What follows belongs to an exercise in optimizing a design on an open flow for small area and a short achievable clock period; a production flow would make more cautious choices. Function was checked by simulation only, so behaviour that the tests miss may differ from the original. Power figures rest on the tool's default switching activity, not on a simulated workload.

## wip/lagoon
==> flow/design.v (excerpt) <==
module anvil_shared_tlb #(
  parameter int unsigned ENTRIES    = 16,
  parameter int unsigned VLEN       = 64,
  parameter int unsigned ASID_WIDTH = 16
) (
  input  logic                  clk_i,
  input  logic                  rst_i,
  input  logic                  flush_i,
  input  logic                  itlb_miss_i,
  input  logic                  dtlb_miss_i,
  input  logic [VLEN-1:0]       itlb_vaddr_i,
  input  logic [VLEN-1:0]       dtlb_vaddr_i,
  input  logic                  dtlb_is_store_i,
  input  logic [ASID_WIDTH-1:0] asid_i,
  output logic                  itlb_ack_o,
  output logic                  dtlb_ack_o,
  output logic                  ptw_access_o,
  output logic                  ptw_hit_o,
  output logic [VLEN-1:0]       ptw_vaddr_o,
  output logic                  ptw_itlb_req_o,
  output logic                  ptw_is_store_o,
  input  logic                  ptw_update_valid_i,
  input  logic [26:0]           ptw_update_vpn_i,
  input  logic [ASID_WIDTH-1:0] ptw_update_asid_i,
  input  logic [1:0]            ptw_update_is_page_i,
  input  logic [63:0]           ptw_update_content_i,
  input  logic                  ptw_error_i,
  output logic                  refill_valid_o,
  ...
export LEC_CHECK = 0
export CAP_MARGIN = 20
export CORE_MARGIN = 2
export CORE_UTILIZATION = 40
export CTS_BUF_LIST = sky130_fd_sc_hd__clkbuf_16
export CTS_CLUSTER_DIAMETER = 100
export CTS_CLUSTER_SIZE = 25
export SETUP_SLACK_MARGIN = 4.5
export SLEW_MARGIN = 20
create_clock -name core_clock -period 9.0 [get_ports {clk_i}]
standard.sh (not shown) runs the stock make flow with config.mk's settings and CLKGATE_MAP_FILE= SYNTH_SCRIPT=/design/flow/synth_recipe.tcl, a recipe that flattens the netlist after the stock synthesis.
==> flow/flow/run.sh <==
#!/bin/bash
set -euo pipefail
export BUFFER_PORTS_ARGS="-buffer_cell sky130_fd_sc_hd__buf_1"
bash standard.sh > standard_flow.log 2>&1
Relative to wip/lagoon, the following input files were edited for wip/nickel:
==> flow/flow/run.sh <==
#!/bin/bash
set -euo pipefail
export BUFFER_PORTS_ARGS="-buffer_cell sky130_fd_sc_hd__buf_2"
bash standard.sh > standard_flow.log 2>&1
[summary]
Looking at sequential share of power, wip/nickel sits 0.2 points higher than wip/lagoon does.
Summary of wip/nickel over wip/lagoon: met2 wirelength from detailed routing now sits at about the same level, setup slack now sits higher, average wire per cell in the routed design now sits higher, non-clock buffer count now sits lower, core occupancy in the finished layout now sits at about the same level.
The lower number of violations reported at the end of detailed-routing iteration 0 came out of wip/nickel.
wip/nickel has worst relative slew slack above what wip/lagoon had.
Row count of antenna diodes in the layout: wip/nickel lower / wip/lagoon higher
Diff wip/lagoon -> wip/nickel: leakage power figure went up by 0.00087 µW, first-pass GRT wire length went up by 0.32%.
Setup changes, wip/nickel to wip/sierra
- swapping 40 for 72 in CORE_UTILIZATION
Results
- Largest fanout on the critical path: wip/sierra vs wip/nickel up 25
- The beginning of the critical path comes out flush_i in one run and sel_q[8] in the other, namely in wip/nickel and wip/sierra respectively.
- In the tables for wip/sierra and wip/nickel, sequential share of layout area reads lower with wip/nickel.
- Looking only at critical path depth in cells, and setting everything else aside, the higher value of wip/sierra and wip/nickel goes to wip/sierra.
- Type of the setup path with the least slack = in -> out: wip/nickel; type of the setup path with the least slack = reg -> out: wip/sierra
Relative to wip/sierra, the following input files were edited for wip/harbor:
- TNS_END_PERCENT: unset -> 30
- CORE_UTILIZATION: 72 -> 40
### Flow results
Power: wip/sierra and wip/harbor compared, lower one is wip/sierra
Between wip/sierra and wip/harbor, the flow reports first-pass GRT wire length increasing by a little under 10%.
Looking only at sequential share of cell area, and setting everything else aside, the lower value of wip/sierra and wip/harbor goes to wip/harbor.
Diff wip/sierra -> wip/harbor | buffer count from post-CTS setup fixing | decrease of 61
Fraction of area in non-clock buffers, wip/sierra and wip/harbor, lower one = wip/sierra.
wip/harbor: via count is about 3.2% lower than what wip/sierra reported.
Between wip/sierra and wip/harbor, number of well taps increased.
Part of the total power dissipated in combinational logic essentially unchanged between wip/harbor and wip/sierra.
Die size: wip/harbor exceeds wip/sierra
The detailed-route wire length number comes out higher for wip/harbor vs wip/sierra.
On final critical-path setup slack, the higher figure sits with wip/sierra, not wip/harbor.
#### Input delta (wip/onyx over wip/harbor)
- a deleted TNS_END_PERCENT that had been 30
- a change of CORE_UTILIZATION from 40 to 68
- a change of SETUP_SLACK_MARGIN from 4.5 to 4.8
==> run notes <==
- wip/onyx ends up with a signed area change from the synthesized netlist to the final layout that is 1.5 points higher than in wip/harbor.
- Going from wip/harbor to wip/onyx, number of cells in the finished layout apart from fillers went down; average vias per placed instance higher; global routing met3 resource utilization went up by 6.2 points.
- Proportion of register bits with asynchronous set or reset after synthesis came out exactly the same in wip/onyx and wip/harbor.
- Relative to wip/harbor, final routed wirelength across all metal layers has increased by 1.0% in wip/onyx.
- Delta (wip/onyx minus wip/harbor): minimum clock period after layout saw an increase, largest net degree at the start of global routing increased about 16%, clock skew now sits higher.

Another version of the RTL of anvil_shared_tlb (not shown whole).
Size: ~4700 cells after synthesis, about 1900 flip-flops, about 77000 sq um of cells after synthesis.
==> flow/config.mk <==
export PLATFORM = sky130hd
export DESIGN_NAME = anvil_shared_tlb
export DESIGN_NICKNAME = anvil_shared_tlb
export VERILOG_FILES = /design/flow/design.v
export SDC_FILE = /design/flow/constraint.sdc
export NUM_CORES = 4
export LEC_CHECK = 0
export CAP_MARGIN = 20
export CORE_MARGIN = 2
export CORE_UTILIZATION = 40
export SETUP_SLACK_MARGIN = 4.0
export SLEW_MARGIN = 20
==> flow/constraint.sdc <==
create_clock -name core_clock -period 9.0 [get_ports {clk_i}]
set_input_delay 1.8000 -clock core_clock [delete_from_list [all_inputs] [get_ports {clk_i}]]
set_output_delay 1.8000 -clock core_clock [all_outputs]
set_load 0.01 [all_outputs]
==> flow/flow/run.sh <==
#!/bin/bash
set -euo pipefail
export BUFFER_PORTS_ARGS="-buffer_cell sky130_fd_sc_hd__buf_2"
bash standard.sh > standard_flow.log 2>&1
The baseline passed the timing, design-rule and antenna checks.
Edit:
- CTS_BUF_LIST: unset -> sky130_fd_sc_hd__clkbuf_16
- CTS_CLUSTER_DIAMETER: unset -> 100
- CTS_CLUSTER_SIZE: unset -> 25
- SETUP_SLACK_MARGIN: 4.0 -> 4.5
- The new run passed the timing, design-rule and antenna checks
- maximum frequency increases by 9.8%
- area after synthesis is unchanged
- setup slack improved by 0.45 ns
- total power decreases by 17%
- routed wire length increases by 10%
Edit:
==> flow/run.sh (new file) <==
#!/bin/bash
# synth_recipe.tcl (not shown) runs the flow's synth.tcl, then flattens the netlist and writes it again
# the make line also repeats each setting of config.mk as NAME=value (left out here)
make -C /OpenROAD-flow-scripts/flow DESIGN_CONFIG=/design/flow/config.mk WORK_HOME=/design/flow/orfs CLKGATE_MAP_FILE= SYNTH_SCRIPT=/design/flow/synth_recipe.tcl finish
- CTS_BUF_LIST: sky130_fd_sc_hd__clkbuf_16 -> sky130_fd_sc_hd__clkbuf_8
- CTS_CLUSTER_DIAMETER: 100 -> unset
- CTS_CLUSTER_SIZE: 25 -> 30
- SETUP_SLACK_MARGIN: 4.5 -> 4.0
- TNS_END_PERCENT: unset -> 5
removed: flow/flow/run.sh
removed: flow/standard.sh
Effect: Setup slack degrades by 0.89 ns. Global-route usage decreases by 0.95 points. Synthesized cell count stays the same.
Edit:
==> flow/flow/run.sh (new file) <==
#!/bin/bash
set -euo pipefail
export BUFFER_PORTS_ARGS="-buffer_cell sky130_fd_sc_hd__buf_2"
bash standard.sh > standard_flow.log 2>&1
==> flow/standard.sh (new file) <==
#!/bin/bash
# synth_recipe.tcl (not shown) runs the flow's synth.tcl, then flattens the netlist and writes it again
# the make line also repeats each setting of config.mk as NAME=value (left out here)
make -C /OpenROAD-flow-scripts/flow DESIGN_CONFIG=/design/flow/config.mk WORK_HOME=/design/flow/orfs CLKGATE_MAP_FILE= SYNTH_SCRIPT=/design/flow/synth_recipe.tcl "${@:-finish}"
- CTS_BUF_LIST: sky130_fd_sc_hd__clkbuf_8 -> sky130_fd_sc_hd__clkbuf_16
- CTS_CLUSTER_DIAMETER: unset -> 80
- CTS_CLUSTER_SIZE: 30 -> 20
- SETUP_SLACK_MARGIN: 4.0 -> 5.0
- TNS_END_PERCENT: 5 -> unset
removed: flow/run.sh
The changed run ran to the end with no violations. Fmax went up by about a fifth. Routed wire length is higher by roughly a tenth. Sequential power barely changes. Clock power drops by a quarter to a third. Synthesized cell count does not change. Cell area grows by a few percent. Non-clock buffer count climbs by 308. Via count is higher by a few percent. Sequential share of layout area decreases by 1.8 points. Synthesized area does not change. Global-route usage goes up by 2.3 points.
Edit:
==> flow/run.sh (new file) <==
#!/bin/bash
# synth_recipe.tcl (not shown) runs the flow's synth.tcl, then flattens the netlist and writes it again
# the make line also repeats each setting of config.mk as NAME=value (left out here)
make -C /OpenROAD-flow-scripts/flow DESIGN_CONFIG=/design/flow/config.mk WORK_HOME=/design/flow/orfs CLKGATE_MAP_FILE= SYNTH_SCRIPT=/design/flow/synth_recipe.tcl finish
- CTS_BUF_LIST: sky130_fd_sc_hd__clkbuf_16 -> unset
- CTS_CLUSTER_DIAMETER: 80 -> unset
- CTS_CLUSTER_SIZE: 20 -> unset
- SETUP_SLACK_MARGIN: 5.0 -> 4.0
removed: flow/flow/run.sh
removed: flow/standard.sh
Sequential power stays flat.
Utilization went down by 1.1 points.
First-iteration DRC count drops by about a fifth.
Routed wire length drops by roughly a tenth.
Power went up by about a fifth.
Cell area goes down by a few percent.
Via count is lower by a few percent.
Count of clock-buffer cells in the layout went up by 145.
Flip-flop and latch count stays the same.
Synthesized cell count does not change.
Fmax is lower by a little under a tenth.

port drivers added, routing unchanged:
The flow's constraints put no driver on any port. The routed layouts listed below were extracted and timed again, unchanged, in two steps.
Step 1 assumes that a clkbuf_16 drives the clock port and a buf_2 every other input.
Step 2 adds t to the input delays and takes it off the output delays; t is the mean of the earliest and latest rising clock arrival at the registers after step 1. Input paths then give back, and output paths get back, about the clock's delay inside the block.
Three values: ideal, step 1, step 2; two values: the first two.
run | t, ns | slack for setup (ns) | cell pins on the clock port's net
wip/lagoon | 0.860 | 4.373 / 4.238 / 3.547 | 1
wip/nickel | 0.855 | 4.408 / 4.145 / 3.484 | 1
wip/sierra | 0.789 | 4.435 / 4.202 / 3.652 | 1
wip/harbor | 0.851 | 4.362 / 4.185 / 3.758 | 1
wip/onyx | 0.847 | 4.330 / 4.012 / 3.813 | 1
the first run of note 2 | 0.950 | 3.987 / 3.908 / 3.157 | 1
the second run of note 2 | 0.879 | 4.433 / 4.184 / 3.465 | 1
the third run of note 2 | 1.124 | 3.545 / 3.500 / 2.978 | 1
the fourth run of note 2 | 0.900 | 4.351 / 3.954 / 3.649 | 1
the fifth run of note 2 | 0.915 | 3.921 / 3.678 / 3.048 | 1
After both steps every run listed still meets setup and hold. The setup slack of the second run of note 2, which loses most, moves by -0.249 ns with the drivers and by -0.968 ns with both steps.
